Background: an optimization exercise with open tools, aiming at small area. Do not read the settings as production practice.
Only simulation tests tie the RTL to the original design; equivalence was not proved.
Power figures rest on the tool's default switching activity, not on a simulated workload.

## design/flow/config.mk

```make
export PLATFORM = sky130hd
export DESIGN_NAME = puf_soc_serializer
export DESIGN_NICKNAME = puf_soc_serializer
export VERILOG_FILES = /design/flow/design.v
export SDC_FILE = /design/flow/constraint.sdc
export NUM_CORES = 4
export LEC_CHECK = 0
export CAP_MARGIN = 20
export CORE_MARGIN = 2
export CORE_UTILIZATION = 25
export PLACE_DENSITY = 0.5
export SLEW_MARGIN = 20
```

## design/flow/constraint.sdc

```tcl
create_clock -name core_clock -period 6.0 [get_ports {clk}]
set_input_delay 1.2000 -clock core_clock [delete_from_list [all_inputs] [get_ports {clk}]]
set_output_delay 1.2000 -clock core_clock [all_outputs]
set_load 0.01 [all_outputs]
```

## design/flow/design.v

```verilog
package puf_soc_ser_pkg;
  typedef enum logic {
    IDLE  = 1'b0,
    SHIFT = 1'b1
  } ser_state_e;
  localparam logic LSB_FIRST = 1'b0;
  localparam logic MSB_FIRST = 1'b1;
  function automatic integer len_w(input integer fram_size);
    len_w = $clog2(fram_size + 1);
  endfunction
  function automatic integer cnt_w(input integer fram_size, input integer lanes);
    cnt_w = $clog2(fram_size / lanes + 1);
  endfunction
endpackage
module puf_soc_ser_hold #(
  parameter int W = 8
) (
  input  logic         clk,
  input  logic         rst,
  input  logic         in_vld,
  output logic         in_rdy,
  input  logic [W-1:0] in_dat,
  output logic         out_vld,
  input  logic         out_rdy,
  output logic [W-1:0] out_dat
);
  logic         full_q, full_d;
  logic         rdy_q, rdy_d;
  logic [W-1:0] dat_q, dat_d;
  always_comb begin
    full_d = full_q;
    dat_d  = dat_q;
    if (out_rdy && full_q) begin
      full_d = 1'b0;
    end
    if (in_vld && rdy_q) begin
      full_d = 1'b1;
      dat_d  = in_dat;
    end
    rdy_d = ~full_d;
  end
  always_ff @(posedge clk) begin
    if (rst) begin
      full_q <= 1'b0;
      rdy_q  <= 1'b1;
      dat_q  <= '0;
    end else begin
      full_q <= full_d;
      rdy_q  <= rdy_d;
      dat_q  <= dat_d;
    end
  end
  assign in_rdy  = rdy_q;
  assign out_vld = full_q;
  assign out_dat = dat_q;
endmodule
import puf_soc_ser_pkg::*;
module puf_soc_serializer #(
  parameter int FRAM_SIZE = 160,
  parameter int LANES     = 1,
  parameter int LEN_W     = $clog2(FRAM_SIZE + 1)
) (
  input  logic                 clk,
  input  logic                 rst,
  input  logic                 i_tx_en,
  input  logic                 i_msb_first,
  input  logic [LEN_W-1:0]     i_ld_len,
  input  logic                 i_ld_valid,
  input  logic [FRAM_SIZE-1:0] i_ld_data,
  output logic                 o_ld_ready,
  output logic                 o_tx_valid,
  output logic [LANES-1:0]     o_tx_data,
  output logic                 o_tx_last,
  input  logic                 i_tx_ready,
  output logic                 o_tx_done,
  output logic                 o_busy
);
  localparam int                   CNT_W    = $clog2(FRAM_SIZE / LANES + 1);
  localparam int                   HW       = FRAM_SIZE + LEN_W + 1;
  localparam logic [LEN_W-1:0]     FRAM_LEN = LEN_W'(FRAM_SIZE);
  localparam logic [FRAM_SIZE-1:0] ONES     = '1;
  logic                 h_vld, h_drain;
  logic [HW-1:0]        h_dat;
  logic                 h_msb;
  logic [LEN_W-1:0]     h_len;
  logic [FRAM_SIZE-1:0] h_data;
  puf_soc_ser_hold #(.W(HW)) u_hold (
    .clk     (clk),
    .rst     (rst),
    .in_vld  (i_ld_valid),
    .in_rdy  (o_ld_ready),
    .in_dat  ({i_msb_first, i_ld_len, i_ld_data}),
    .out_vld (h_vld),
    .out_rdy (h_drain),
    .out_dat (h_dat)
  );
  assign h_msb  = h_dat[HW-1];
  assign h_len  = h_dat[FRAM_SIZE +: LEN_W];
  assign h_data = h_dat[FRAM_SIZE-1:0];
  logic [LEN_W-1:0]     len_eff;
  logic [FRAM_SIZE-1:0] rev, mask, norm;
  logic [CNT_W-1:0]     ld_last_idx;
  always_comb begin
    len_eff = (h_len == '0 || h_len > FRAM_LEN) ? FRAM_LEN : h_len;
    for (int i = 0; i < FRAM_SIZE; i++) begin
      rev[i] = h_data[FRAM_SIZE-1-i];
    end
    mask        = ~(ONES << len_eff);
    norm        = ((h_msb == MSB_FIRST) ? (rev >> (FRAM_LEN - len_eff)) : h_data) & mask;
    ld_last_idx = CNT_W'((32'(len_eff) + LANES - 1) / LANES - 1);
  end
  puf_soc_ser_pkg::ser_state_e state_q, state_d;
  logic [FRAM_SIZE-1:0] sreg_q, sreg_d;
  logic [CNT_W-1:0]     beat_q, beat_d;
  logic [CNT_W-1:0]     last_idx_q, last_idx_d;
  logic                 tx_vld_q, tx_vld_d;
  logic [LANES-1:0]     tx_dat_q, tx_dat_d;
  logic                 tx_last_q, tx_last_d;
  logic                 done_q, done_d;
  logic                 launch, do_load, do_adv, do_stop;
  assign launch = h_vld & i_tx_en;
  always_comb begin
    state_d    = state_q;
    sreg_d     = sreg_q;
    beat_d     = beat_q;
    last_idx_d = last_idx_q;
    tx_vld_d   = tx_vld_q;
    tx_dat_d   = tx_dat_q;
    tx_last_d  = tx_last_q;
    done_d     = 1'b0;
    h_drain    = 1'b0;
    do_load    = 1'b0;
    do_adv     = 1'b0;
    do_stop    = 1'b0;
    case (state_q)
      IDLE: begin
        if (launch) do_load = 1'b1;
      end
      SHIFT: begin
        if (tx_vld_q && i_tx_ready) begin
          if (tx_last_q) begin
            done_d = 1'b1;
            if (launch) do_load = 1'b1;
            else        do_stop = 1'b1;
          end else if (i_tx_en) begin
            do_adv = 1'b1;
          end else begin
            tx_vld_d = 1'b0;
          end
        end else if (!tx_vld_q && i_tx_en) begin
          do_adv = 1'b1;
        end
      end
      default: state_d = IDLE;
    endcase
    if (do_load) begin
      state_d    = SHIFT;
      h_drain    = 1'b1;
      beat_d     = '0;
      last_idx_d = ld_last_idx;
      tx_vld_d   = 1'b1;
      tx_dat_d   = norm[LANES-1:0];
      tx_last_d  = (ld_last_idx == '0);
      sreg_d     = norm >> LANES;
    end
    if (do_adv) begin
      beat_d    = beat_q + 1'b1;
      tx_vld_d  = 1'b1;
      tx_dat_d  = sreg_q[LANES-1:0];
      tx_last_d = (beat_d == last_idx_q);
      sreg_d    = sreg_q >> LANES;
    end
    if (do_stop) begin
      state_d   = IDLE;
      tx_vld_d  = 1'b0;
      tx_dat_d  = '0;
      tx_last_d = 1'b0;
    end
  end
  always_ff @(posedge clk) begin
    if (rst) begin
      state_q    <= IDLE;
      sreg_q     <= '0;
      beat_q     <= '0;
      last_idx_q <= '0;
      tx_vld_q   <= 1'b0;
      tx_dat_q   <= '0;
      tx_last_q  <= 1'b0;
      done_q     <= 1'b0;
    end else begin
      state_q    <= state_d;
      sreg_q     <= sreg_d;
      beat_q     <= beat_d;
      last_idx_q <= last_idx_d;
      tx_vld_q   <= tx_vld_d;
      tx_dat_q   <= tx_dat_d;
      tx_last_q  <= tx_last_d;
      done_q     <= done_d;
    end
  end
  assign o_tx_valid = tx_vld_q;
  assign o_tx_data  = tx_dat_q;
  assign o_tx_last  = tx_last_q;
  assign o_tx_done  = done_q;
  assign o_busy     = (state_q == SHIFT) | h_vld;
endmodule
```

## design/flow/run.sh

```bash
#!/bin/bash
# synth_recipe.tcl (not shown) runs the flow's synth.tcl, then flattens the netlist and writes it again
# the make line also repeats each setting of config.mk as NAME=value (left out here)
make -C /OpenROAD-flow-scripts/flow DESIGN_CONFIG=/design/flow/config.mk WORK_HOME=/design/flow/orfs CLKGATE_MAP_FILE= SYNTH_SCRIPT=/design/flow/synth_recipe.tcl finish
```

==> impl_metrics.env, run 1 <==
export IMPL_rsz0062_at_grt="no"
export IMPL_fillers=13900
export IMPL_cap_violations=0
export IMPL_report_final_slew_viol_count=0
export IMPL_grt_max_degree=183
export IMPL_die_w_um=362
export IMPL_pre_cts_slack_ns=1.19
export IMPL_cts_num_sinks=351
export IMPL_status="timing/DRC/antenna clean"
export IMPL_reg2regPathDepth=13
export IMPL_synth_top_flop_cell="dfxtp_1"
export IMPL_synth_seq_area_share_pct=21.9
export IMPL_synth_compound_area_share_pct=38.2
export IMPL_grt_most_used_layer="met2"
export IMPL_fp_row_count=131
export IMPL_grt_overflow=0
export IMPL_hp_start="sreg_q[149]$_SDFFE_PP0N_"
export IMPL_multiInputGateArea_mm2=0.0231
export IMPL_gp_congestion=1.05
export IMPL_netlist_instances=4488
export IMPL_clock_fmax_mhz=196
export IMPL_cp_top_family="compound AO/OA/AOI/OAI gates"
export IMPL_p_total_mw=12.4
export IMPL_clk_insertion_delay_late_ns=0.72
export IMPL_dpl_instance_area_mm2=0.0369
export IMPL_synth_seq_cells=351
export IMPL_synthMuxAreaShare_pct=8.75
export IMPL_fin_tns_setup_ns=0
export IMPL_drtAntennaViolNets=0
export IMPL_mostFrequentLayoutCells="nand2_1 (787), a21oi_1 (436), dfxtp_1 (346)"
export IMPL_worst_path_most_repeated_cell="o21ai_0"
export IMPL_antenna_found_initial=33
export IMPL_grt_use_met3_pct=11.8
export IMPL_synth_top_family_by_area="compound AO/OA/AOI/OAI gates"
export IMPL_critical_path_cell_chain="o21a_4 > nor2_8 > inv_4 > ha_1 > o211ai_1 > o211a_4 > nand2_1 > o22ai_1 > o21ai_0 > o21ai_0 > buf_4 > mux2i_1 > o31ai_1"
export IMPL_powerDensity_mw_per_mm2=320
export IMPL_critPathKind="flop to flop"
export IMPL_root_buffer="clkbuf_16"
export IMPL_portBuffers=179
export IMPL_final_common_cell="nand2_1"
export IMPL_cts_hold_buffers=0
export IMPL_synth_edf_count=0
export IMPL_clkSlewWorstSetupHoldPaths_ns=0.07
export IMPL_wl_per_cell_um=45.3
export IMPL_routed_via_count=42700
export IMPL_worstSetupEndpointType="flop"
export IMPL_crit_slowest_cell="o22ai_1"
export IMPL_synth_xor_area_share_pct=0.382
export IMPL_coreArea_mm2=0.127
export IMPL_p_leak_nw=13.0
export IMPL_drt_wl_total_mm=286
export IMPL_area_growth_syn_to_layout_pct=20.8
export IMPL_ys_async_sr_fraction_pct=0
export IMPL_final_nets=4757
export IMPL_critPathLaunch="u_hold.dat_q[166]$_SDFFE_PP0P_"
export IMPL_min_period_over_period_pct=84.9
export IMPL_die_y_um=362
export IMPL_synth_area_per_cell_um2=7.14
export IMPL_slowest_delay_ns=0.82
export IMPL_drive_gt1_share_pct=13.4
export IMPL_r2r_start="u_hold.dat_q[166]$_SDFFE_PP0P_"
export IMPL_groute_usage_overall_pct=42.0
export IMPL_yosysTopAreaCellShare_pct=21.9
export IMPL_yosysTopAreaCell="dfxtp_1"
export IMPL_worstMarginPinSlew_ns=1.29
export IMPL_dr_first_iter_drc_count=7368
export IMPL_cts_tree="yes"
export IMPL_start_util_pct=25.2
export IMPL_grt_use_met1_pct=56.9
export IMPL_numCtsBuffers=53
export IMPL_dp_hpwl_mm=222
export IMPL_whs_endpoint="sreg_q[148]$_SDFFE_PP0N_"
export IMPL_hold_class="flop to flop"
export IMPL_fin_hold_ws_ns=0.467
export IMPL_holdPathStages=2
export IMPL_htree_levels=2
export IMPL_critical_path_peak_fanout=43
export IMPL_period_minus_slack_ns=5.09
export IMPL_syn_nets=4668
export IMPL_clockBufferDepth=3
export IMPL_final_cell_area_mm2=0.0387
export IMPL_slew_headroom_pct=13.6
export IMPL_syn_area_mm2=0.0321
export IMPL_drc=0
export IMPL_met2_usage_pct=59.6
export IMPL_r2r_end="sreg_q[97]$_SDFFE_PP0N_"
export IMPL_dieArea_mm2=0.131
export IMPL_synthTopCellsByArea="dfxtp_1 (22%), nand2_1 (9.2%), a21oi_1 (6.9%), o211ai_1 (6.0%), o2111ai_1 (5.1%)"
export IMPL_cts_setup_buffers=0
export IMPL_cp_data_arrival_time_ns=5.67
export IMPL_worst_slack_ns=0.907
export IMPL_ys_warn_count=2
export IMPL_cp_depth=13
export IMPL_dr_pass1_iters=10
export IMPL_grt_pass1_wl_mm=375
export IMPL_finalHoldViolCount=0
export IMPL_regArea_mm2=0.00705
export IMPL_routed_via_density=6.78
export IMPL_vdd_drop_max_mv=0.244
export IMPL_finClkSkew_ns=0.0510
export IMPL_crit_path_start_kind="flop"
export IMPL_io_pins=180
export IMPL_grt_pass1_vias=39200
export IMPL_synth_simple_area_share_pct=23.6
export IMPL_synth_adder_area_share_pct=0.234
export IMPL_ys_types=92
export IMPL_postCtsResizedCells=0
export IMPL_r2r_setup_slack_ns=0.91
export IMPL_required_ns=6.58
export IMPL_final_setup_viol_count=0
export IMPL_crit_buf_inv=2
final cells by class:
class                           instances  share of cell area [%]
Antenna cell                           18                   0.116
Tap cell                             1662                    5.37
Multi-Input combinational cell       3625                    59.6
Sequential cell                       351                    18.2
Inverter                               38                   0.378
Clock buffer                           66                    3.73
Timing Repair Buffer                  508                    11.8
Clock inverter                         30                   0.788
worst reg2reg max path, cell delays in order, from the launching register on:
cell and delay [ns]:
dfxtp_4 0.42, o21a_4 0.32, nor2_8 0.30, inv_4 0.08, ha_1 0.35, o211ai_1 0.19, o211a_4 0.71, nand2_1 0.60
o22ai_1 0.82, o21ai_0 0.24, o21ai_0 0.12, buf_4 0.19, mux2i_1 0.19, o31ai_1 0.44
cell families (layout without fill, tap and decap cells):
kind of cell	Yosys count	count (layout)
other cells	0	18
flops	351	351
xor+xnor	14	14
simple gates	1640	1640
buf+inv	512	642
compound gates	1774	1774
mux	191	191
fa+ha+maj	6	6
layer usage:
layer	routed length, um	up-vias
met5	109	-
met1	120000	21400
met3	32100	652
met2	116000	3126
li1	-	17500
met4	17700	14
registers in the layout (all words and copies together), names as in the netlist:
register / cells
state_q: 1
beat_q: 8
last_idx_q: 8
tx_dat_q: 1
tx_vld_q: 1
done_q: 1
tx_last_q: 1
sreg_q: 159
u_hold.dat_q: 169
u_hold.rdy_q: 1
u_hold.full_q: 1
report_power, final:
part	total (mW)	switching, mW	internal [mW]	leakage, nW
Clock	3.31	1.46	1.85	0.861
Sequential	2.71	0.291	2.42	2.86
Combinational	6.38	4.70	1.68	9.31
Total	12.4	6.46	5.94	13.0
how the worst max path moves through the flow:
stage | endpoint | slack [ns]
floorplan | sreg_q[16]$_SDFFE_PP0N_ | 1.71
global placement | sreg_q[37]$_SDFFE_PP0N_ | 0.92
detailed placement | sreg_q[23]$_SDFFE_PP0N_ | 1.19
CTS | sreg_q[23]$_SDFFE_PP0N_ | 1.18
global route | sreg_q[97]$_SDFFE_PP0N_ | 0.94
finish | sreg_q[97]$_SDFFE_PP0N_ | 0.91
stage by stage:
| step | instances | util (%) |
|---|---|---|
| after floorplan | 4488 | - |
| after global placement | 6182 | 29.0 |
| after detailed placement | 6183 | 29.0 |
| after CTS | 6279 | 30.4 |
| after global routing | 6280 | 30.4 |
| final | 6298 | 30.4 |
synth_stat cells (12+ instances only):
cell type / n
dfxtp_1: 351
inv_1: 34
nand3_1: 199
buf_1: 55
o31a_1: 15
o21a_1: 20
o32ai_1: 13
nor2_1: 204
nor3_1: 50
a21boi_0: 15
mux2_2: 29
o21ai_0: 209
nor4_1: 14
clkbuf_1: 257
nand2_1: 788
o2111ai_1: 186
mux2i_1: 93
o2bb2ai_1: 19
a21oi_1: 439
mux4_2: 68
a22oi_1: 42
nand2b_1: 115
nand4_1: 72
a221oi_1: 52
a21o_1: 41
buf_4: 15
o22ai_1: 86
o211ai_1: 258
or3_1: 13
a2bb2oi_1: 14
a211oi_1: 48
and3_1: 125
buf_2: 139
a22o_1: 22
o221ai_1: 61
o31ai_1: 13
a31oi_1: 79
o221a_2: 12
==> inputs of run 2 (changes only) <==
==> design/flow/design.v (replaced) <==
package puf_soc_ser_pkg;
  typedef enum logic {
    IDLE  = 1'b0,
    SHIFT = 1'b1
  } ser_state_e;
  localparam logic LSB_FIRST = 1'b0;
  localparam logic MSB_FIRST = 1'b1;
  function automatic integer len_w(input integer fram_size);
    len_w = $clog2(fram_size + 1);
  endfunction
  function automatic integer cnt_w(input integer fram_size, input integer lanes);
    cnt_w = $clog2(fram_size / lanes + 1);
  endfunction
endpackage
module puf_soc_ser_hold #(
  parameter int W = 8
) (
  input  logic         clk,
  input  logic         rst,
  input  logic         in_vld,
  output logic         in_rdy,
  input  logic [W-1:0] in_dat,
  output logic         out_vld,
  input  logic         out_rdy,
  output logic [W-1:0] out_dat
);
  logic         full_q;
  logic [W-1:0] dat_q;
  always_ff @(posedge clk) begin
    if (rst)                   full_q <= 1'b0;
    else if (in_vld && !full_q) full_q <= 1'b1;
    else if (out_rdy)          full_q <= 1'b0;
  end
  always_ff @(posedge clk) begin
    if (in_vld && !full_q) dat_q <= in_dat;
  end
  assign in_rdy  = ~full_q;
  assign out_vld = full_q;
  assign out_dat = dat_q;
endmodule
import puf_soc_ser_pkg::*;
module puf_soc_serializer #(
  parameter int FRAM_SIZE = 160,
  parameter int LANES     = 1,
  parameter int LEN_W     = $clog2(FRAM_SIZE + 1)
) (
  input  logic                 clk,
  input  logic                 rst,
  input  logic                 i_tx_en,
  input  logic                 i_msb_first,
  input  logic [LEN_W-1:0]     i_ld_len,
  input  logic                 i_ld_valid,
  input  logic [FRAM_SIZE-1:0] i_ld_data,
  output logic                 o_ld_ready,
  output logic                 o_tx_valid,
  output logic [LANES-1:0]     o_tx_data,
  output logic                 o_tx_last,
  input  logic                 i_tx_ready,
  output logic                 o_tx_done,
  output logic                 o_busy
);
  localparam int               IDX_W    = $clog2(FRAM_SIZE);
  localparam logic [LEN_W-1:0] FRAM_LEN = LEN_W'(FRAM_SIZE);
  localparam int               HW       = FRAM_SIZE + IDX_W + 1;
  logic [IDX_W-1:0] in_lm1;
  assign in_lm1 = (i_ld_len == '0 || i_ld_len > FRAM_LEN) ? IDX_W'(FRAM_SIZE - 1)
                                                          : IDX_W'(i_ld_len - 1'b1);
  logic                 h_vld, launch;
  logic [HW-1:0]        h_dat;
  logic                 h_msb;
  logic [IDX_W-1:0]     h_lm1;
  logic [FRAM_SIZE-1:0] h_data;
  puf_soc_ser_hold #(.W(HW)) u_hold (
    .clk     (clk),
    .rst     (rst),
    .in_vld  (i_ld_valid),
    .in_rdy  (o_ld_ready),
    .in_dat  ({i_msb_first, in_lm1, i_ld_data}),
    .out_vld (h_vld),
    .out_rdy (launch),
    .out_dat (h_dat)
  );
  assign h_msb  = h_dat[HW-1];
  assign h_lm1  = h_dat[FRAM_SIZE +: IDX_W];
  assign h_data = h_dat[FRAM_SIZE-1:0];
  logic                 send_q, vld_q, done_q;
  logic                 dir_q;
  logic [IDX_W-1:0]     idx_q, end_q;
  logic [FRAM_SIZE-1:0] dat_q;
  logic                 last, taken;
  assign last   = (idx_q == end_q);
  assign taken  = vld_q & i_tx_ready;
  assign launch = h_vld & i_tx_en & (~send_q | (taken & last));
  always_ff @(posedge clk) begin
    if (rst) begin
      send_q <= 1'b0;
      vld_q  <= 1'b0;
      done_q <= 1'b0;
    end else begin
      done_q <= taken & last;
      if (launch) begin
        send_q <= 1'b1;
        vld_q  <= 1'b1;
      end else if (taken) begin
        if (last) begin
          send_q <= 1'b0;
          vld_q  <= 1'b0;
        end else begin
          vld_q  <= i_tx_en;
        end
      end else if (send_q) begin
        vld_q <= vld_q | i_tx_en;
      end
    end
  end
  always_ff @(posedge clk) begin
    if (launch) begin
      dat_q <= h_data;
      dir_q <= h_msb;
      idx_q <= h_msb ? h_lm1 : '0;
      end_q <= h_msb ? '0 : h_lm1;
    end else if (taken && !last) begin
      idx_q <= dir_q ? idx_q - 1'b1 : idx_q + 1'b1;
    end
  end
  assign o_tx_valid = vld_q;
  assign o_tx_data  = dat_q[idx_q];
  assign o_tx_last  = last;
  assign o_tx_done  = done_q;
  assign o_busy     = send_q | h_vld;
endmodule
--- a/design/flow/config.mk
+++ b/design/flow/config.mk
@@ -7,6 +7,7 @@
 export LEC_CHECK = 0
 export CAP_MARGIN = 20
 export CORE_MARGIN = 2
-export CORE_UTILIZATION = 25
-export PLACE_DENSITY = 0.5
+export CORE_UTILIZATION = 40
+export CTS_BUF_LIST = sky130_fd_sc_hd__clkbuf_4
+export PLACE_DENSITY = 0.6
 export SLEW_MARGIN = 20
==> run 2 against run 1 <==
  * Global-route usage is 27 points lower
  * Synthesized cell count shrank 87%
  * Clock power fell by 42%
  * Critical path type is now flop to output port
  * Combinational power decreased by 95%
  * Synthesized area is 61% lower
  * Highest routed layer is now met4
  * Sequential share of layout area grew 47 points
  * Clock-buffer cell count up 62
==> impl_metrics.env, run 2 <==
export IMPL_gp_congestion=0.794
export IMPL_routed_via_density=4.81
export IMPL_required_ns=4.80
export IMPL_largest_reg_flops=169
export IMPL_syn_nets=755
export IMPL_numCtsBuffers=88
export IMPL_syn_area_mm2=0.0127
export IMPL_cts_hold_buffers=0
export IMPL_drt_wl_total_mm=23.9
export IMPL_clkSlewWorstSetupHoldPaths_ns=0.07
export IMPL_status="timing/DRC/antenna clean"
export IMPL_worstMarginPinSlew_ns=0.924
export IMPL_worstSetupEndpointType="output port"
export IMPL_wl_per_cell_um=18.4
export IMPL_yosysMostFrequentCell="edfxtp_1"
export IMPL_ys_types=49
export IMPL_finClkSkew_ns=0.0403
export IMPL_dp_hpwl_mm=15.7
export IMPL_postCtsResizedCells=0
export IMPL_report_final_slew_viol_count=0
export IMPL_root_buffer="clkbuf_4"
export IMPL_clock_fmax_mhz=190
export IMPL_clockBufferDepth=3
export IMPL_coreArea_mm2=0.0314
export IMPL_cp_data_arrival_time_ns=4.07
export IMPL_io_pins=180
export IMPL_synth_seq_area_share_pct=82.7
export IMPL_synthTopCellsByArea="edfxtp_1 (82%), mux4_2 (5.3%), mux4_1 (2.5%), xnor2_1 (0.97%), ha_1 (0.79%)"
export IMPL_dr_first_iter_drc_count=409
export IMPL_min_period_over_period_pct=87.8
export IMPL_vdd_drop_max_mv=0.153
export IMPL_powerDensity_mw_per_mm2=323
export IMPL_period_minus_slack_ns=5.27
export IMPL_htree_levels=3
export IMPL_cts_tree="yes"
export IMPL_die_y_um=182
export IMPL_r2r_setup_slack_ns=2.07
export IMPL_groute_usage_overall_pct=14.6
export IMPL_fin_tns_setup_ns=0
export IMPL_netlist_instances=572
export IMPL_clk_insertion_delay_late_ns=0.69
export IMPL_yosysTopAreaCell="edfxtp_1"
export IMPL_yosysTopAreaCellShare_pct=82.1
export IMPL_p_leak_nw=5.39
export IMPL_ys_async_sr_fraction_pct=0
export IMPL_rsz0062_at_grt="no"
export IMPL_hold_class="flop to flop"
export IMPL_mostFrequentLayoutCells="edfxtp_1 (346), clkdlybuf4s50_1 (179), clkbuf_4 (128)"
export IMPL_drc=0
export IMPL_critical_path_peak_fanout=25
export IMPL_final_common_cell="edfxtp_1"
export IMPL_slew_headroom_pct=38.4
export IMPL_ys_warn_count=2
export IMPL_dr_pass1_iters=4
export IMPL_drive_gt1_share_pct=20.7
export IMPL_synth_common_cells="edfxtp_1 (346), mux4_2 (30), nand2_1 (18)"
export IMPL_start_util_pct=40.3
export IMPL_cts_setup_buffers=0
export IMPL_fp_row_count=65
export IMPL_crit_path_start_kind="flop"
export IMPL_grt_pass1_vias=6709
export IMPL_grt_overflow=0
export IMPL_fillers=2520
export IMPL_synth_area_per_cell_um2=22.1
export IMPL_critPathKind="flop to output port"
export IMPL_fin_hold_ws_ns=0.409
export IMPL_grt_pass1_wl_mm=36.2
export IMPL_dieArea_mm2=0.0331
export IMPL_final_setup_viol_count=0
export IMPL_final_nets=1015
export IMPL_antenna_found_initial=1
export IMPL_largestRegisters="u_hold.dat_q (169), dat_q (160)"
export IMPL_largest_register="u_hold.dat_q"
export IMPL_cts_num_sinks=350
export IMPL_synth_seq_cells=350
export IMPL_synth_top_flop_cell="edfxtp_1"
export IMPL_cap_violations=0
export IMPL_die_w_um=182
export IMPL_area_growth_syn_to_layout_pct=26.7
export IMPL_drtAntennaViolNets=0
export IMPL_portBuffers=179
export IMPL_finalHoldViolCount=0
export IMPL_routed_via_count=6240
export IMPL_grt_max_degree=170
export IMPL_synth_edf_count=346
[run 2: cell types whose count changed after synthesis, sizes merged, moves of 196 or more]
cell	change
a21oi	-430
buf	-207
clkbuf	-250
dfxtp	-347
edfxtp	+346
nand2	-770
nor2	-196
o211ai	-258
o21ai	-208
[run 2: cell families after synthesis]
| kind of cell | after synthesis | synth area share (%) |
|---|---|---|
| xor gates and xnor gates | 18 | 1.25 |
| buffers and inverters | 26 | 1.16 |
| and+or+nand+nor | 77 | 3.18 |
| adders and majority gates | 9 | 0.949 |
| AOI/OAI and AO/OA | 46 | 2.54 |
| DFF | 350 | 82.7 |
| muxes | 46 | 8.20 |
[run 2: per-stage QoR]
| stage | util [%] | cell area, um^2 | cells | total power [mW] | setup slack, ns |
|---|---|---|---|---|---|
| 6_report | 51.1 | 16000 | 1297 | 5.17 | 0.729 |
| 5_1_grt | 51.1 | 16000 | 1297 | 5.40 | 0.335 |
| 4_1_cts | 51.0 | 16000 | 1293 | 5.25 | 0.605 |
| 3_5_place_dp | 47.5 | 14900 | 1144 | 3.31 | 1.34 |
| 3_3_place_gp | 47.5 | 14900 | 1144 | 3.30 | 1.38 |
| 2_1_floorplan | - | 12700 | 572 | 3.11 | 1.83 |
[run 2: final cells by class]
type | count | area (um^2) | share of cell area (%)
diodes | 4 | 10.0 | 0.0624
repair buffers | 187 | 1860 | 11.6
well taps | 402 | 503 | 3.14
inverters | 9 | 38.8 | 0.242
flip-flops and latches | 350 | 10500 | 65.3
clock inverters | 21 | 139 | 0.866
multi-input cells | 196 | 2050 | 12.8
clock buffers | 128 | 961 | 5.99
[run 2: final timing paths]
check	start	depth (start not counted)	end
worst min-delay path	u_hold.dat_q[139]$_DFFE_PP_	0	dat_q[139]$_DFFE_PN_
worst max-delay path	idx_q[0]$_DFFE_PP_	8	o_tx_data[0]
worst min register to register	u_hold.dat_q[139]$_DFFE_PP_	0	dat_q[139]$_DFFE_PN_
worst max register to register	idx_q[0]$_DFFE_PP_	7	dat_q[141]$_DFFE_PN_
[run 2: power by group]
part	switching, mW	leakage, nW	internal (mW)
registers	0.0611	3.27	2.85
logic	0.152	1.47	0.194
clock network	0.895	0.649	1.02
total	1.11	5.39	4.06
[run 2: critical path, stage by stage (launching register included)]
cell and delay, ns:
edfxtp_1 0.75, buf_4 0.51, mux4_1 0.62, a22o_1 0.25, a2111oi_1 0.39, a31oi_1 0.07, o211ai_1 0.18, o21ai_1 0.12
clkdlybuf4s50_1 0.51
[run 2: metal layers]
layer / GRT usage (%) / vias to the layer above / wire length [um]
met2: 23.2 / 216 / 11600
met4: 5.45 / 0 / 303
met3: 4.41 / 25 / 1500
met1: 19.2 / 3077 / 10400
li1: - / 2922 / -
met5: 0 / - / 0
==> inputs of run 3 (changes only) <==
--- a/design/flow/config.mk
+++ b/design/flow/config.mk
@@ -7,7 +7,6 @@
 export LEC_CHECK = 0
 export CAP_MARGIN = 20
 export CORE_MARGIN = 2
-export CORE_UTILIZATION = 40
-export CTS_BUF_LIST = sky130_fd_sc_hd__clkbuf_4
-export PLACE_DENSITY = 0.6
+export CORE_UTILIZATION = 25
+export PLACE_DENSITY = 0.5
 export SLEW_MARGIN = 20
==> run 3 against run 2 <==
  * Utilization shrank 18 points
  * Die area grew 59%
  * Largest power group unchanged
  * Highest routed layer unchanged
  * Critical path depth is the same
  * Still clean
  * Clock-buffer cell count fell by 77
==> impl_metrics.env, run 3 <==
export IMPL_status="timing/DRC/antenna clean"
export IMPL_dr_pass1_iters=4
export IMPL_largestRegisters="u_hold.dat_q (169), dat_q (160)"
export IMPL_largest_reg_flops=169
export IMPL_vdd_drop_max_mv=0.185
export IMPL_drive_gt1_share_pct=12.9
export IMPL_clock_fmax_mhz=194
export IMPL_htree_levels=2
export IMPL_largest_register="u_hold.dat_q"
export IMPL_fin_tns_setup_ns=0
export IMPL_cts_num_sinks=350
export IMPL_synth_seq_cells=350
export IMPL_worstMarginPinSlew_ns=1.00
export IMPL_yosysTopAreaCellShare_pct=82.1
export IMPL_mostFrequentLayoutCells="edfxtp_1 (346), clkdlybuf4s50_1 (179), clkbuf_16 (42)"
export IMPL_coreArea_mm2=0.0501
export IMPL_drtAntennaViolNets=0
export IMPL_clkSlewWorstSetupHoldPaths_ns=0.06
export IMPL_drt_wl_total_mm=28.6
export IMPL_wl_per_cell_um=19.2
export IMPL_period_minus_slack_ns=5.16
export IMPL_antenna_found_initial=1
export IMPL_p_leak_nw=5.37
export IMPL_clk_insertion_delay_late_ns=0.55
export IMPL_crit_path_start_kind="flop"
export IMPL_synthTopCellsByArea="edfxtp_1 (82%), mux4_2 (5.3%), mux4_1 (2.5%), xnor2_1 (0.97%), ha_1 (0.79%)"
export IMPL_start_util_pct=25.3
export IMPL_synth_common_cells="edfxtp_1 (346), mux4_2 (30), nand2_1 (18)"
export IMPL_gp_congestion=0.689
export IMPL_yosysTopAreaCell="edfxtp_1"
export IMPL_routed_via_count=6052
export IMPL_critPathKind="flop to output port"
export IMPL_yosysMostFrequentCell="edfxtp_1"
export IMPL_critical_path_peak_fanout=29
export IMPL_required_ns=4.80
export IMPL_cts_setup_buffers=0
export IMPL_root_buffer="clkbuf_16"
export IMPL_syn_nets=755
export IMPL_dieArea_mm2=0.0524
export IMPL_powerDensity_mw_per_mm2=341
export IMPL_finalHoldViolCount=0
export IMPL_drc=0
export IMPL_slew_headroom_pct=33.1
export IMPL_ys_warn_count=2
export IMPL_dr_first_iter_drc_count=604
export IMPL_synth_top_flop_cell="edfxtp_1"
export IMPL_synth_edf_count=346
export IMPL_grt_pass1_wl_mm=42.1
export IMPL_postCtsResizedCells=0
export IMPL_cts_hold_buffers=0
export IMPL_area_growth_syn_to_layout_pct=30.9
export IMPL_final_setup_viol_count=0
export IMPL_worstSetupEndpointType="output port"
export IMPL_synth_area_per_cell_um2=22.1
export IMPL_cts_tree="yes"
export IMPL_groute_usage_overall_pct=10.9
export IMPL_numCtsBuffers=40
export IMPL_clockBufferDepth=3
export IMPL_final_common_cell="edfxtp_1"
export IMPL_die_y_um=229
export IMPL_cp_data_arrival_time_ns=3.96
export IMPL_synth_seq_area_share_pct=82.7
export IMPL_ys_types=49
export IMPL_grt_pass1_vias=6465
export IMPL_dp_hpwl_mm=19.2
export IMPL_final_nets=965
export IMPL_grt_max_degree=170
export IMPL_routed_via_density=4.08
export IMPL_report_final_slew_viol_count=0
export IMPL_min_period_over_period_pct=86.0
export IMPL_io_pins=180
export IMPL_fp_row_count=82
export IMPL_finClkSkew_ns=0.0124
export IMPL_grt_overflow=0
export IMPL_netlist_instances=572
export IMPL_die_w_um=229
export IMPL_syn_area_mm2=0.0127
export IMPL_diodes=0
export IMPL_rsz0062_at_grt="no"
export IMPL_p_total_mw=5.66
export IMPL_ys_async_sr_fraction_pct=0
export IMPL_portBuffers=179
export IMPL_cap_violations=0
export IMPL_hold_class="flop to flop"
[run 3: layout make-up]
cell class | count | area [um^2]
clock buffer | 51 | 1080
clock inverter | 22 | 209
fill | 4816 | 33500
inverter | 9 | 41.3
multi-input combinational | 196 | 2050
sequential | 350 | 10500
tap | 672 | 841
timing repair buffer | 185 | 1870
[run 3: path summary, 6_finish.rpt]
kind	end	slack (ns)	depth (start not counted)	from
setup / recovery	o_tx_data[0]	0.84	8	idx_q[0]$_DFFE_PP_
hold / removal	dat_q[60]$_DFFE_PN_	0.41	0	u_hold.dat_q[60]$_DFFE_PP_
setup reg to reg	dat_q[154]$_DFFE_PN_	2.26	7	idx_q[0]$_DFFE_PP_
hold reg to reg	dat_q[60]$_DFFE_PN_	0.41	0	u_hold.dat_q[60]$_DFFE_PP_
[run 3: cells by family after synthesis]
logic type | synth area share [%]
simple gates | 3.18
compound gates | 2.54
xor+xnor | 1.25
mux | 8.20
flops | 82.7
fa+ha+maj | 0.949
buf+inv | 1.16
[run 3: through the flow]
step | utilization, % | setup slack (ns) | instances | hold slack, ns | area, um^2
after floorplan | - | 1.83 | 572 | 0.400 | 12700
after global placement | 30.5 | 1.44 | 1412 | 0.402 | 15300
after detailed placement | 30.5 | 1.34 | 1412 | 0.405 | 15300
after CTS | 33.1 | 0.735 | 1485 | 0.412 | 16600
after global routing | 33.1 | 0.531 | 1485 | 0.421 | 16600
final | 33.1 | 0.840 | 1485 | 0.411 | 16600
[run 3: critical path: stages (launching register included)]
cell and delay, ns:
edfxtp_1 0.88, buf_12 0.32, mux4_1 0.61, a22o_1 0.20, a221oi_1 0.25, o32ai_1 0.16
a211oi_2 0.29, o21ai_1 0.17, clkdlybuf4s50_1 0.52
[run 3: report_power, final]
part	internal [mW]	total, mW	leakage [nW]	switching [mW]
clock	1.42	2.39	0.624	0.972
sequential	2.85	2.91	3.27	0.0651
combinational	0.196	0.356	1.47	0.160
[run 3: routing by layer]
metal | vias to the layer above | track usage (%) | wire (um)
li1 | 2766 | - | -
met2 | 174 | 17.1 | 13500
met1 | 3060 | 14.8 | 12900
met3 | 52 | 2.56 | 1500
met5 | - | 0 | 0
met4 | 0 | 4.10 | 731
==> inputs of run 4 (changes only) <==
==> design/flow/flow/run.sh (new file) <==
#!/bin/bash
# Standard synthesis unchanged; the layout is the standard one except that the port buffers
# are the smallest buffer cell.
set -euo pipefail
bash standard.sh synth > synth.log 2>&1
bash standard.sh "BUFFER_PORTS_ARGS=-buffer_cell sky130_fd_sc_hd__buf_1" finish > layout.log 2>&1
==> design/flow/standard.sh (new file) <==
#!/bin/bash
# synth_recipe.tcl (not shown) runs the flow's synth.tcl, then flattens the netlist and writes it again
# the make line also repeats each setting of config.mk as NAME=value (left out here)
make -C /OpenROAD-flow-scripts/flow DESIGN_CONFIG=/design/flow/config.mk WORK_HOME=/design/flow/orfs CLKGATE_MAP_FILE= SYNTH_SCRIPT=/design/flow/synth_recipe.tcl "${@:-finish}"
--- a/design/flow/config.mk
+++ b/design/flow/config.mk
@@ -7,6 +7,7 @@
 export LEC_CHECK = 0
 export CAP_MARGIN = 20
 export CORE_MARGIN = 2
-export CORE_UTILIZATION = 25
-export PLACE_DENSITY = 0.5
+export CORE_UTILIZATION = 40
+export CTS_BUF_LIST = sky130_fd_sc_hd__clkbuf_4
+export PLACE_DENSITY = 0.6
 export SLEW_MARGIN = 20
removed: design/flow/run.sh
==> run 4 against run 3 <==
  * Still clean on timing, DRC and antenna
  * Routed wire length down 19%
  * Utilization rose by 14 points
  * Sequential share of layout area increased by 7.2 points
  * Synthesized cell count stayed put
  * Die area down 37%
  * Design area shrank 10%
  * Via count grew 1.4%
  * Non-clock buffer count is 1 lower
  * Combinational power is 24% lower
  * Sequential power hardly changed
  * Critical endpoint unchanged
  * Highest routed layer unchanged
==> impl_metrics.env, run 4 <==
export IMPL_synthTopCellsByArea="edfxtp_1 (82%), mux4_2 (5.3%), mux4_1 (2.5%), xnor2_1 (0.97%), ha_1 (0.79%)"
export IMPL_syn_nets=755
export IMPL_critPathKind="flop to output port"
export IMPL_r2r_setup_slack_ns=2.32
export IMPL_synth_seq_area_share_pct=82.7
export IMPL_yosysMostFrequentCell="edfxtp_1"
export IMPL_worst_slack_ns=1.17
export IMPL_slew_headroom_pct=31.6
export IMPL_dp_hpwl_mm=14.9
export IMPL_cp_data_arrival_time_ns=3.63
export IMPL_utilization_pct=47.4
export IMPL_hp_start="u_hold.dat_q[131]$_DFFE_PP_"
export IMPL_largestRegisters="u_hold.dat_q (169), dat_q (160)"
export IMPL_wl_per_cell_um=18.0
export IMPL_final_common_cell="edfxtp_1"
export IMPL_vdd_drop_max_mv=0.189
export IMPL_clock_fmax_mhz=207
export IMPL_postCtsResizedCells=0
export IMPL_numCtsBuffers=88
export IMPL_gp_congestion=0.740
export IMPL_worstSetupEndpointType="output port"
export IMPL_cts_setup_buffers=0
export IMPL_synth_common_cells="edfxtp_1 (346), mux4_2 (30), nand2_1 (18)"
export IMPL_finalHoldViolCount=0
export IMPL_final_nets=1012
export IMPL_coreArea_mm2=0.0314
export IMPL_dr_first_iter_drc_count=386
export IMPL_fin_tns_setup_ns=0
export IMPL_min_period_over_period_pct=80.4
export IMPL_dp_cells=1141
export IMPL_final_setup_viol_count=0
export IMPL_r2r_start="idx_q[4]$_DFFE_PP_"
export IMPL_synth_seq_cells=350
export IMPL_cap_violations=0
export IMPL_critPathLaunch="idx_q[0]$_DFFE_PP_"
export IMPL_ys_async_sr_fraction_pct=0
export IMPL_finClkSkew_ns=0.0526
export IMPL_holdPathStages=0
export IMPL_grt_max_degree=170
export IMPL_p_leak_nw=4.88
export IMPL_status="timing/DRC/antenna clean"
export IMPL_largest_reg_flops=169
export IMPL_syn_area_mm2=0.0127
export IMPL_synth_edf_count=346
export IMPL_cts_num_sinks=350
export IMPL_grt_overflow=0
export IMPL_worstMarginPinSlew_ns=1.03
export IMPL_multiInputGateArea_mm2=0.00205
export IMPL_hold_class="flop to flop"
export IMPL_regArea_mm2=0.0105
export IMPL_htree_levels=3
export IMPL_mostFrequentLayoutCells="edfxtp_1 (346), buf_1 (179), clkbuf_4 (122)"
export IMPL_drt_wl_total_mm=23.1
export IMPL_cts_hold_buffers=0
export IMPL_pre_cts_slack_ns=1.83
export IMPL_root_buffer="clkbuf_4"
export IMPL_dr_pass1_iters=4
export IMPL_drtAntennaViolNets=0
export IMPL_io_pins=180
export IMPL_synth_area_per_cell_um2=22.1
export IMPL_clockBufferDepth=3
export IMPL_routed_via_count=6138
export IMPL_final_cells=1284
export IMPL_fillers=2684
export IMPL_ys_types=49
export IMPL_powerDensity_mw_per_mm2=340
export IMPL_ys_warn_count=2
export IMPL_grt_pass1_wl_mm=35.1
export IMPL_die_y_um=182
export IMPL_netlist_instances=572
export IMPL_largest_register="u_hold.dat_q"
export IMPL_synth_top_flop_cell="edfxtp_1"
export IMPL_start_util_pct=40.3
export IMPL_grt_pass1_vias=6334
export IMPL_drive_gt1_share_pct=19.6
export IMPL_area_growth_syn_to_layout_pct=17.4
export IMPL_yosysTopAreaCellShare_pct=82.1
export IMPL_portBuffers=179
export IMPL_clkSlewWorstSetupHoldPaths_ns=0.07
export IMPL_clk_insertion_delay_late_ns=0.68
export IMPL_reg2regPathDepth=6
export IMPL_yosysTopAreaCell="edfxtp_1"
export IMPL_period_minus_slack_ns=4.83
export IMPL_required_ns=4.80
export IMPL_die_w_um=182
export IMPL_routed_via_density=4.78
export IMPL_rsz0062_at_grt="no"
export IMPL_cts_tree="yes"
export IMPL_groute_usage_overall_pct=14.2
export IMPL_report_final_slew_viol_count=0
export IMPL_fp_row_count=65
export IMPL_crit_path_start_kind="flop"
export IMPL_drc=0
export IMPL_p_total_mw=5.06
export IMPL_critical_path_peak_fanout=38
export IMPL_dieArea_mm2=0.0331
export IMPL_antenna_found_initial=1
-- run 4: report_power, final --
part / switching, mW / leakage (nW) / internal (mW)
combinational: 0.152 / 0.974 / 0.119
clock: 0.865 / 0.631 / 1.02
sequential: 0.0591 / 3.27 / 2.85
-- run 4: layer usage --
layer / vias to the layer above / GRT usage (%) / share of wire, %
met2: 236 / 21.6 / 47
met4: 0 / 5.16 / 2.0
met1: 2957 / 19.1 / 43
li1: 2903 / - / -
met3: 42 / 4.95 / 8.3
met5: - / 0 / 0
-- run 4: path summary, 6_finish.rpt --
path / to
max: o_tx_data[0]
min: dat_q[131]$_DFFE_PN_
max reg2reg: dat_q[105]$_DFFE_PN_
min reg2reg: dat_q[131]$_DFFE_PN_
-- run 4: kinds of logic after synthesis --
logic type	share of synthesized area, %
flops	82.7
simple gates	3.18
compound gates	2.54
mux	8.20
buf+inv	1.16
xor+xnor	1.25
fa+ha+maj	0.949
-- run 4: final cells by class --
class,instances,area share [%]
clock buffers,122,6.16
clock inverters,20,0.943
well taps,402,3.38
flip-flops and latches,350,70.4
inverters,9,0.261
diodes,1,0.0168
multi-input cells,196,13.8
repair buffers,184,5.02
-- run 4: through the flow --
step	area (um^2)	hold WS [ns]
global route	14900	0.397
finish	14900	0.388
floorplan	12700	0.400
detailed placement	13800	0.405
global placement	13800	0.401
CTS	14900	0.391
-- run 4: worst max-delay path, stage by stage (launching register included) --
cell,delay (ns)
edfxtp_1,0.63
buf_12,0.33
mux4_1,0.60
mux4_2,0.48
mux2_4,0.29
a211oi_2,0.26
o21ai_1,0.15
buf_1,0.16
==> inputs of run 5 (changes only) <==
==> design/flow/flow/run.sh (replaced) <==
#!/bin/bash
# Standard synthesis unchanged. The layout is the standard one except: the port buffers are the
# smallest buffer cell, and clock tree synthesis uses larger sink clusters and no dummy loads.
set -euo pipefail
bash standard.sh synth > synth.log 2>&1
bash standard.sh "BUFFER_PORTS_ARGS=-buffer_cell sky130_fd_sc_hd__buf_1" \
  "CTS_ARGS=-sink_clustering_enable -repair_clock_nets -dont_use_dummy_load -sink_clustering_size 20 -sink_clustering_max_diameter 60 -buf_list {sky130_fd_sc_hd__clkbuf_4 sky130_fd_sc_hd__clkbuf_8}" \
  finish > layout.log 2>&1
--- a/design/flow/config.mk
+++ b/design/flow/config.mk
@@ -8,6 +8,5 @@
 export CAP_MARGIN = 20
 export CORE_MARGIN = 2
 export CORE_UTILIZATION = 40
-export CTS_BUF_LIST = sky130_fd_sc_hd__clkbuf_4
 export PLACE_DENSITY = 0.6
 export SLEW_MARGIN = 20
==> run 5 against run 4 <==
  * Cell count fell by 9.0%
  * Register-to-register slack got worse by 0.03 ns
  * Still clean
  * Clock-buffer cell count fell by 95
  * Highest routed layer unchanged
  * Fmax rose by 2.6%
==> impl_metrics.env, run 5 <==
export IMPL_wl_per_cell_um=19.4
export IMPL_postCtsResizedCells=0
export IMPL_p_leak_nw=4.44
export IMPL_largest_reg_flops=169
export IMPL_yosysMostFrequentCell="edfxtp_1"
export IMPL_grt_max_degree=170
export IMPL_synth_common_cells="edfxtp_1 (346), mux4_2 (30), nand2_1 (18)"
export IMPL_critical_path_cell_chain="buf_12 > mux4_1 > mux4_2 > mux2_4 > a211oi_2 > o21ai_1 > buf_1"
export IMPL_final_nets=951
export IMPL_portBuffers=179
export IMPL_fillers=2691
export IMPL_dieArea_mm2=0.0331
export IMPL_finClkSkew_ns=0.0901
export IMPL_cts_num_sinks=350
export IMPL_cts_tree="yes"
export IMPL_cap_violations=0
export IMPL_synth_top_flop_cell="edfxtp_1"
export IMPL_grt_pass1_wl_mm=33.8
export IMPL_powerDensity_mw_per_mm2=300
export IMPL_final_cells=1168
export IMPL_groute_usage_overall_pct=13.5
export IMPL_antenna_found_initial=0
export IMPL_cts_setup_buffers=0
export IMPL_ys_warn_count=2
export IMPL_min_period_over_period_pct=78.4
export IMPL_final_common_cell="edfxtp_1"
export IMPL_clockBufferDepth=3
export IMPL_dp_hpwl_mm=14.9
export IMPL_finalHoldViolCount=0
export IMPL_routed_via_density=4.94
export IMPL_clock_fmax_mhz=213
export IMPL_p_total_mw=4.25
export IMPL_synth_area_per_cell_um2=22.1
export IMPL_rsz0062_at_grt="no"
export IMPL_yosysTopAreaCellShare_pct=82.1
export IMPL_largest_register="u_hold.dat_q"
export IMPL_grt_pass1_vias=5781
export IMPL_slew_headroom_pct=31.0
export IMPL_required_ns=4.80
export IMPL_clkSlewWorstSetupHoldPaths_ns=0.11
export IMPL_critical_path_peak_fanout=38
export IMPL_status="timing/DRC/antenna clean"
export IMPL_worstMarginPinSlew_ns=1.03
export IMPL_crit_path_start_kind="flop"
export IMPL_critPathKind="flop to output port"
export IMPL_yosysTopAreaCell="edfxtp_1"
export IMPL_netlist_instances=572
export IMPL_clk_insertion_delay_late_ns=0.61
export IMPL_gp_congestion=0.740
export IMPL_drive_gt1_share_pct=9.27
export IMPL_crit_slowest_cell="edfxtp_1"
export IMPL_dp_cells=1141
export IMPL_drtAntennaViolNets=0
export IMPL_grt_overflow=0
export IMPL_crit_buf_inv=2
export IMPL_coreArea_mm2=0.0314
export IMPL_largestRegisters="u_hold.dat_q (169), dat_q (160)"
export IMPL_cp_data_arrival_time_ns=3.50
export IMPL_cp_top_family="multiplexers"
export IMPL_synth_seq_area_share_pct=82.7
export IMPL_hold_class="flop to flop"
export IMPL_numCtsBuffers=27
export IMPL_fp_row_count=65
export IMPL_root_buffer="clkbuf_8"
export IMPL_die_y_um=182
export IMPL_worstSetupEndpointType="output port"
export IMPL_mostFrequentLayoutCells="edfxtp_1 (346), buf_1 (179), mux4_2 (30)"
export IMPL_syn_nets=755
export IMPL_dr_pass1_iters=5
export IMPL_period_minus_slack_ns=4.70
export IMPL_routed_via_count=5766
export IMPL_report_final_slew_viol_count=0
export IMPL_vdd_drop_max_mv=0.202
export IMPL_area_growth_syn_to_layout_pct=12.0
export IMPL_synth_seq_cells=350
export IMPL_dr_first_iter_drc_count=355
export IMPL_fin_tns_setup_ns=0
export IMPL_synthTopCellsByArea="edfxtp_1 (82%), mux4_2 (5.3%), mux4_1 (2.5%), xnor2_1 (0.97%), ha_1 (0.79%)"
export IMPL_ys_async_sr_fraction_pct=0
export IMPL_syn_area_mm2=0.0127
export IMPL_drc=0
export IMPL_slowest_delay_ns=0.64
export IMPL_final_setup_viol_count=0
export IMPL_die_w_um=182
export IMPL_synth_edf_count=346
export IMPL_cts_hold_buffers=0
export IMPL_drt_wl_total_mm=22.6
export IMPL_utilization_pct=45.2
export IMPL_diodes=0
export IMPL_htree_levels=1
export IMPL_io_pins=180
export IMPL_ys_types=49
export IMPL_start_util_pct=40.3
run 5: changes by cell type in the layout (fill, tap and decap cells not counted), sizes merged:
cell / previous run / this run
clkinv: 16 / 0
inv: 11 / 9
clkbuf: 122 / 27
diode: 1 / 0
bufinv: 2 / 0
run 5: logic make-up (layout without fill, tap and decap cells):
family | count (synthesis) | count (layout) | synth area share (%)
DFF | 350 | 350 | 82.7
and+or+nand+nor | 77 | 77 | 3.18
AOI/OAI and AO/OA | 46 | 46 | 2.54
muxes | 46 | 46 | 8.20
buffers and inverters | 26 | 220 | 1.16
xor gates and xnor gates | 18 | 18 | 1.25
adders and majority gates | 9 | 9 | 0.949
run 5: stage by stage:
step | instance area [um^2] | hold WS (ns) | worst slack, ns
after floorplan | 12700 | 0.400 | 1.83
after global placement | 13800 | 0.401 | 1.84
after detailed placement | 13800 | 0.405 | 1.83
after CTS | 14200 | 0.358 | 1.23
after global routing | 14200 | 0.364 | 1.13
final | 14200 | 0.354 | 1.30
run 5: cell type report:
class | count | area [um^2] | share of cell area [%]
clock buffer | 27 | 372 | 2.62
inverter | 9 | 38.8 | 0.274
multi-input combinational | 196 | 2050 | 14.4
sequential | 350 | 10500 | 73.8
tap | 402 | 503 | 3.55
timing repair buffer | 184 | 747 | 5.27
run 5: layer usage:
metal	vias up	global-route usage (%)	part of all wire, %
met5	-	0	0
met4	0	2.90	1.8
met3	33	3.23	7.3
met2	209	21.2	46
met1	2833	19.5	45
li1	2691	-	-
run 5: where the power goes:
part           internal [mW]  leakage, nW  switching (mW)  total, mW
clock network          0.401        0.194           0.678       1.08
registers               2.84         3.27          0.0595       2.90
logic                  0.119        0.974           0.152      0.270
run 5: path summary, 6_finish.rpt:
kind | start | end | slack [ns] | cells after the start
setup / recovery | idx_q[0]$_DFFE_PP_ | o_tx_data[0] | 1.30 | 7
hold / removal | u_hold.dat_q[135]$_DFFE_PP_ | dat_q[135]$_DFFE_PN_ | 0.35 | 0
setup reg to reg | idx_q[4]$_DFFE_PP_ | dat_q[105]$_DFFE_PN_ | 2.29 | 6
hold reg to reg | u_hold.dat_q[135]$_DFFE_PP_ | dat_q[135]$_DFFE_PN_ | 0.35 | 0
run 5: worst register-to-register path, stage by stage (launching register included):
cell,delay [ns]
edfxtp_1,0.95
xnor2_1,0.19
nand4_1,0.20
o31ai_1,0.34
nand3_1,0.32
inv_6,0.79
buf_12,0.48
==> inputs of run 6 (changes only) <==
--- a/design/flow/design.v
+++ b/design/flow/design.v
@@ -27,12 +27,12 @@
   logic         full_q;
   logic [W-1:0] dat_q;
   always_ff @(posedge clk) begin
-    if (rst)                   full_q <= 1'b0;
+    if (rst)                    full_q <= 1'b0;
     else if (in_vld && !full_q) full_q <= 1'b1;
-    else if (out_rdy)          full_q <= 1'b0;
+    else if (out_rdy)           full_q <= 1'b0;
   end
   always_ff @(posedge clk) begin
-    if (in_vld && !full_q) dat_q <= in_dat;
+    if (!full_q) dat_q <= in_dat;
   end
   assign in_rdy  = ~full_q;
   assign out_vld = full_q;
@@ -59,36 +59,35 @@
   output logic                 o_tx_done,
   output logic                 o_busy
 );
-  localparam int               IDX_W    = $clog2(FRAM_SIZE);
+  localparam int               POS_W    = $clog2(FRAM_SIZE + 1);
   localparam logic [LEN_W-1:0] FRAM_LEN = LEN_W'(FRAM_SIZE);
-  localparam int               HW       = FRAM_SIZE + IDX_W + 1;
-  logic [IDX_W-1:0] in_lm1;
-  assign in_lm1 = (i_ld_len == '0 || i_ld_len > FRAM_LEN) ? IDX_W'(FRAM_SIZE - 1)
-                                                          : IDX_W'(i_ld_len - 1'b1);
+  localparam int               HW       = FRAM_SIZE + POS_W + 1;
+  logic [POS_W-1:0] in_n;
+  assign in_n = (i_ld_len == '0 || i_ld_len > FRAM_LEN) ? POS_W'(FRAM_SIZE) : POS_W'(i_ld_len);
   logic                 h_vld, launch;
   logic [HW-1:0]        h_dat;
   logic                 h_msb;
-  logic [IDX_W-1:0]     h_lm1;
+  logic [POS_W-1:0]     h_n;
   logic [FRAM_SIZE-1:0] h_data;
   puf_soc_ser_hold #(.W(HW)) u_hold (
     .clk     (clk),
     .rst     (rst),
     .in_vld  (i_ld_valid),
     .in_rdy  (o_ld_ready),
-    .in_dat  ({i_msb_first, in_lm1, i_ld_data}),
+    .in_dat  ({i_msb_first, in_n, i_ld_data}),
     .out_vld (h_vld),
     .out_rdy (launch),
     .out_dat (h_dat)
   );
   assign h_msb  = h_dat[HW-1];
-  assign h_lm1  = h_dat[FRAM_SIZE +: IDX_W];
+  assign h_n    = h_dat[FRAM_SIZE +: POS_W];
   assign h_data = h_dat[FRAM_SIZE-1:0];
   logic                 send_q, vld_q, done_q;
   logic                 dir_q;
-  logic [IDX_W-1:0]     idx_q, end_q;
+  logic [POS_W-1:0]     pos_q, end_q;
   logic [FRAM_SIZE-1:0] dat_q;
   logic                 last, taken;
-  assign last   = (idx_q == end_q);
+  assign last   = (pos_q == end_q);
   assign taken  = vld_q & i_tx_ready;
   assign launch = h_vld & i_tx_en & (~send_q | (taken & last));
   always_ff @(posedge clk) begin
@@ -117,14 +116,24 @@
     if (launch) begin
       dat_q <= h_data;
       dir_q <= h_msb;
-      idx_q <= h_msb ? h_lm1 : '0;
-      end_q <= h_msb ? '0 : h_lm1;
+      pos_q <= h_msb ? h_n : POS_W'(1);
+      end_q <= h_msb ? POS_W'(1) : h_n;
     end else if (taken && !last) begin
-      idx_q <= dir_q ? idx_q - 1'b1 : idx_q + 1'b1;
+      pos_q <= dir_q ? pos_q - 1'b1 : pos_q + 1'b1;
     end
   end
+  logic [255:0] rd0;
+  logic [63:0]  rd1;
+  logic [15:0]  rd2;
+  logic [3:0]   rd3;
+  always_comb begin
+    rd0 = {95'd0, dat_q, 1'b0};
+    for (int i = 0; i < 64; i++) rd1[i] = rd0[4*i + pos_q[1:0]];
+    for (int i = 0; i < 16; i++) rd2[i] = rd1[4*i + pos_q[3:2]];
+    for (int i = 0; i < 4; i++)  rd3[i] = rd2[4*i + pos_q[5:4]];
+  end
   assign o_tx_valid = vld_q;
-  assign o_tx_data  = dat_q[idx_q];
+  assign o_tx_data  = rd3[pos_q[7:6]];
   assign o_tx_last  = last;
   assign o_tx_done  = done_q;
   assign o_busy     = send_q | h_vld;
==> run 6 against run 5 <==
  * Still clean on timing, DRC and antenna
  * Routed wire length increased by 1.8%
  * Global-route usage increased by 0.51 points
  * First-iteration DRC count increased by 22%
  * Sequential share of layout area increased by 0.66 points
  * Cell count decreased by 0.60%
  * Clock-buffer cell count decreased by 2
  * Sequential power increased by 2%
  * Flip-flop and latch count unchanged
  * Via count about the same
  * Hold slack improved by 0.017 ns
  * Power increased by 0.89%
==> impl_metrics.env, run 6 <==
export IMPL_worst_slack_ns=1.41
export IMPL_crit_path_start_kind="flop"
export IMPL_clockBufferDepth=3
export IMPL_vdd_drop_max_mv=0.227
export IMPL_r2r_start="pos_q[2]$_DFFE_PP_"
export IMPL_grt_pass1_vias=5887
export IMPL_worstSetupEndpointType="output port"
export IMPL_syn_area_mm2=0.0125
export IMPL_drtAntennaViolNets=0
export IMPL_routed_via_count=5765
export IMPL_p_total_mw=4.29
export IMPL_final_common_cell="edfxtp_1"
export IMPL_dpl_instance_area_mm2=0.0137
export IMPL_holdPathStages=0
export IMPL_whs_endpoint="dat_q[42]$_DFFE_PN_"
export IMPL_status="timing/DRC/antenna clean"
export IMPL_area_growth_syn_to_layout_pct=12.0
export IMPL_largest_register="u_hold.dat_q"
export IMPL_numCtsBuffers=25
export IMPL_pre_cts_slack_ns=1.82
export IMPL_cts_num_sinks=350
export IMPL_die_w_um=181
export IMPL_cp_data_arrival_time_ns=3.39
export IMPL_synthTopCellsByArea="edfxtp_1 (83%), mux4_2 (6.3%), mux2i_1 (0.88%), xnor2_1 (0.70%), nor2b_1 (0.65%)"
export IMPL_root_buffer="clkbuf_8"
export IMPL_crit_slowest_cell="edfxtp_1"
export IMPL_worstMarginPinSlew_ns=0.890
export IMPL_antenna_found_initial=0
export IMPL_power_frac_seq_pct=68.8
export IMPL_syn_nets=750
export IMPL_routed_via_density=4.97
export IMPL_cts_setup_buffers=0
export IMPL_dr_pass1_iters=5
export IMPL_fp_row_count=64
export IMPL_grt_pass1_wl_mm=34.9
export IMPL_slowest_delay_ns=0.79
export IMPL_ys_types=50
export IMPL_cts_hold_buffers=0
export IMPL_drc=0
export IMPL_diodes=0
export IMPL_hold_class="flop to flop"
export IMPL_synth_seq_area_share_pct=83.5
export IMPL_htree_levels=1
export IMPL_drt_wl_total_mm=23.0
export IMPL_cap_violations=0
export IMPL_reg2regPathDepth=7
export IMPL_grt_max_degree=106
export IMPL_cts_tree="yes"
export IMPL_critical_path_cell_chain="buf_4 > mux4_1 > mux2i_1 > o32ai_1 > or4_1 > nor4_1 > a211oi_1 > buf_1"
export IMPL_yosysTopAreaCellShare_pct=82.8
export IMPL_required_ns=4.80
export IMPL_power_switching_mw=0.913
export IMPL_largestRegisters="u_hold.dat_q (169), dat_q (160)"
export IMPL_postCtsResizedCells=0
export IMPL_grt_overflow=0
export IMPL_rsz0062_at_grt="no"
export IMPL_gp_congestion=0.739
export IMPL_finalHoldViolCount=0
export IMPL_dr_first_iter_drc_count=433
export IMPL_crit_buf_inv=2
export IMPL_yosysTopAreaCell="edfxtp_1"
export IMPL_final_cells=1161
export IMPL_dieArea_mm2=0.0328
export IMPL_largest_reg_flops=169
export IMPL_wl_per_cell_um=19.8
export IMPL_final_cell_area_mm2=0.0141
export IMPL_critical_path_peak_fanout=14
export IMPL_cp_top_family="simple AND/OR/NAND/NOR gates"
export IMPL_clock_fmax_mhz=218
export IMPL_clk_insertion_delay_late_ns=0.61
export IMPL_p_leak_nw=4.49
export IMPL_clock_power_share_pct=24.4
export IMPL_powerDensity_mw_per_mm2=305
export IMPL_netlist_instances=569
export IMPL_dp_cells=1136
export IMPL_power_switching_share_pct=21.3
export IMPL_r2r_setup_slack_ns=2.10
export IMPL_synth_common_cells="edfxtp_1 (346), mux4_2 (35), nor2b_1 (13)"
export IMPL_dp_hpwl_mm=15.7
export IMPL_fin_tns_setup_ns=0
export IMPL_report_final_slew_viol_count=0
export IMPL_synth_edf_count=346
export IMPL_comb_power_share_pct=6.8
export IMPL_ys_async_sr_fraction_pct=0
export IMPL_portBuffers=179
export IMPL_die_y_um=181
export IMPL_fin_hold_ws_ns=0.371
export IMPL_drive_gt1_share_pct=10.2
export IMPL_critPathKind="flop to output port"
export IMPL_coreArea_mm2=0.0307
export IMPL_clkSlewWorstSetupHoldPaths_ns=0.11
export IMPL_slew_headroom_pct=40.7
export IMPL_min_period_over_period_pct=76.4
export IMPL_utilization_pct=45.7
export IMPL_start_util_pct=40.8
export IMPL_synth_area_per_cell_um2=22.0
export IMPL_synth_top_flop_cell="edfxtp_1"
export IMPL_ys_warn_count=2
export IMPL_period_minus_slack_ns=4.59
export IMPL_groute_usage_overall_pct=14.0
export IMPL_power_internal_mw=3.38
export IMPL_mostFrequentLayoutCells="edfxtp_1 (346), buf_1 (179), mux4_2 (35)"
export IMPL_finClkSkew_ns=0.0809
export IMPL_io_pins=180
export IMPL_yosysMostFrequentCell="edfxtp_1"
export IMPL_final_nets=948
export IMPL_r2r_end="dat_q[31]$_DFFE_PN_"
export IMPL_synth_seq_cells=350
export IMPL_final_setup_viol_count=0
export IMPL_hp_start="u_hold.dat_q[42]$_DFFE_PN_"
## run 6: logic make-up (layout without fill, tap and decap cells)
group	count (synthesis)	count (layout)	share of synthesized area, %
flip-flops	350	350	83.5
AND/OR/NAND/NOR	72	72	3.13
multiplexers	52	52	8.06
AO/OA/AOI/OAI	46	46	2.44
buffers and inverters	29	225	1.22
XOR/XNOR	13	13	0.908
adder cells (fa/ha/maj)	7	7	0.758
## run 6: routing by layer
metal  up-vias  wire length [um]  track usage, %
li1       2677                 -               -
met4         0               573            3.64
met3        35              1430            2.66
met2       207             10200            21.2
met1      2846             10800            21.2
met5         -                 0               0
## run 6: worst max-delay path by stage
stage / start / endpoint / depth (start not counted)
floorplan: u_hold.full_q$_SDFFE_PP0P_ / o_ld_ready / 1
global placement: pos_q[1]$_DFFE_PP_ / o_tx_data[0] / 8
detailed placement: pos_q[1]$_DFFE_PP_ / o_tx_data[0] / 8
CTS: pos_q[1]$_DFFE_PP_ / o_tx_data[0] / 8
global route: pos_q[1]$_DFFE_PP_ / o_tx_data[0] / 8
finish: pos_q[1]$_DFFE_PP_ / o_tx_data[0] / 8
## run 6: worst reg2reg max path, stage by stage (launching register included)
cell and delay (ns):
edfxtp_1 0.85, buf_4 0.30, xnor2_1 0.14, nand4_1 0.24
o31ai_1 0.36, nand3_1 0.35, inv_6 0.63, buf_12 0.52
## run 6: layout make-up
cell class                      count  area, um^2
Tap cell                          396         495
Timing Repair Buffer              189         772
Multi-Input combinational cell    190        1920
Fill cell                        2648       16700
Sequential cell                   350       10500
Inverter                           11        51.3
Clock buffer                       25         344
## run 6: power groups by stage
stage	logic [mW]	clock network (mW)	registers, mW
after floorplan	0.198	0	2.97
after global placement	0.296	0	3.01
after detailed placement	0.300	0	3.01
after CTS	0.301	1.09	2.95
after global routing	0.327	1.18	2.97
final	0.292	1.05	2.95

-- static timing again, ports no longer ideal --
How much do the figures lean on ideal ports? The routed layouts below were timed once more, with nothing changed but the port constraints.
Step 1 (the two cells are an assumption about what drives the block):
set clk [get_ports {clk}]
set_driving_cell -lib_cell sky130_fd_sc_hd__clkbuf_16 $clk
set_driving_cell -lib_cell sky130_fd_sc_hd__buf_2 [delete_from_list [all_inputs] $clk]
Step 2 also shifts input and output timing later by t, the mid clock arrival at the registers, as if the neighbouring blocks saw the same clock.
a / b / c = ideal ports / drivers / drivers and shift; a / b = the first two.
| run | t, ns | setup slack, ns | worst setup path at the end | latest minus earliest clock arrival (ns) | pins driven straight from the clock port |
|---|---|---|---|---|---|
| run 1 | 0.778 | 0.907 / 0.907 / 0.907 | register to register | 0.051 / 0.051 | 1 |
| run 2 | 0.718 | 0.729 / 0.680 / 1.398 | register to output | 0.050 / 0.050 | 1 |
| run 3 | 0.593 | 0.840 / 0.788 / 1.382 | register to output | 0.013 / 0.013 | 1 |
| run 4 | 0.698 | 1.174 / 1.132 / 1.830 | register to output | 0.055 / 0.055 | 1 |
| run 5 | 0.602 | 1.295 / 1.253 / 1.855 | register to output | 0.105 / 0.105 | 1 |
| run 6 | 0.599 | 1.414 / 1.370 / 1.969 | register to output | 0.106 / 0.105 | 1 |
After both steps every run listed still meets setup and hold.
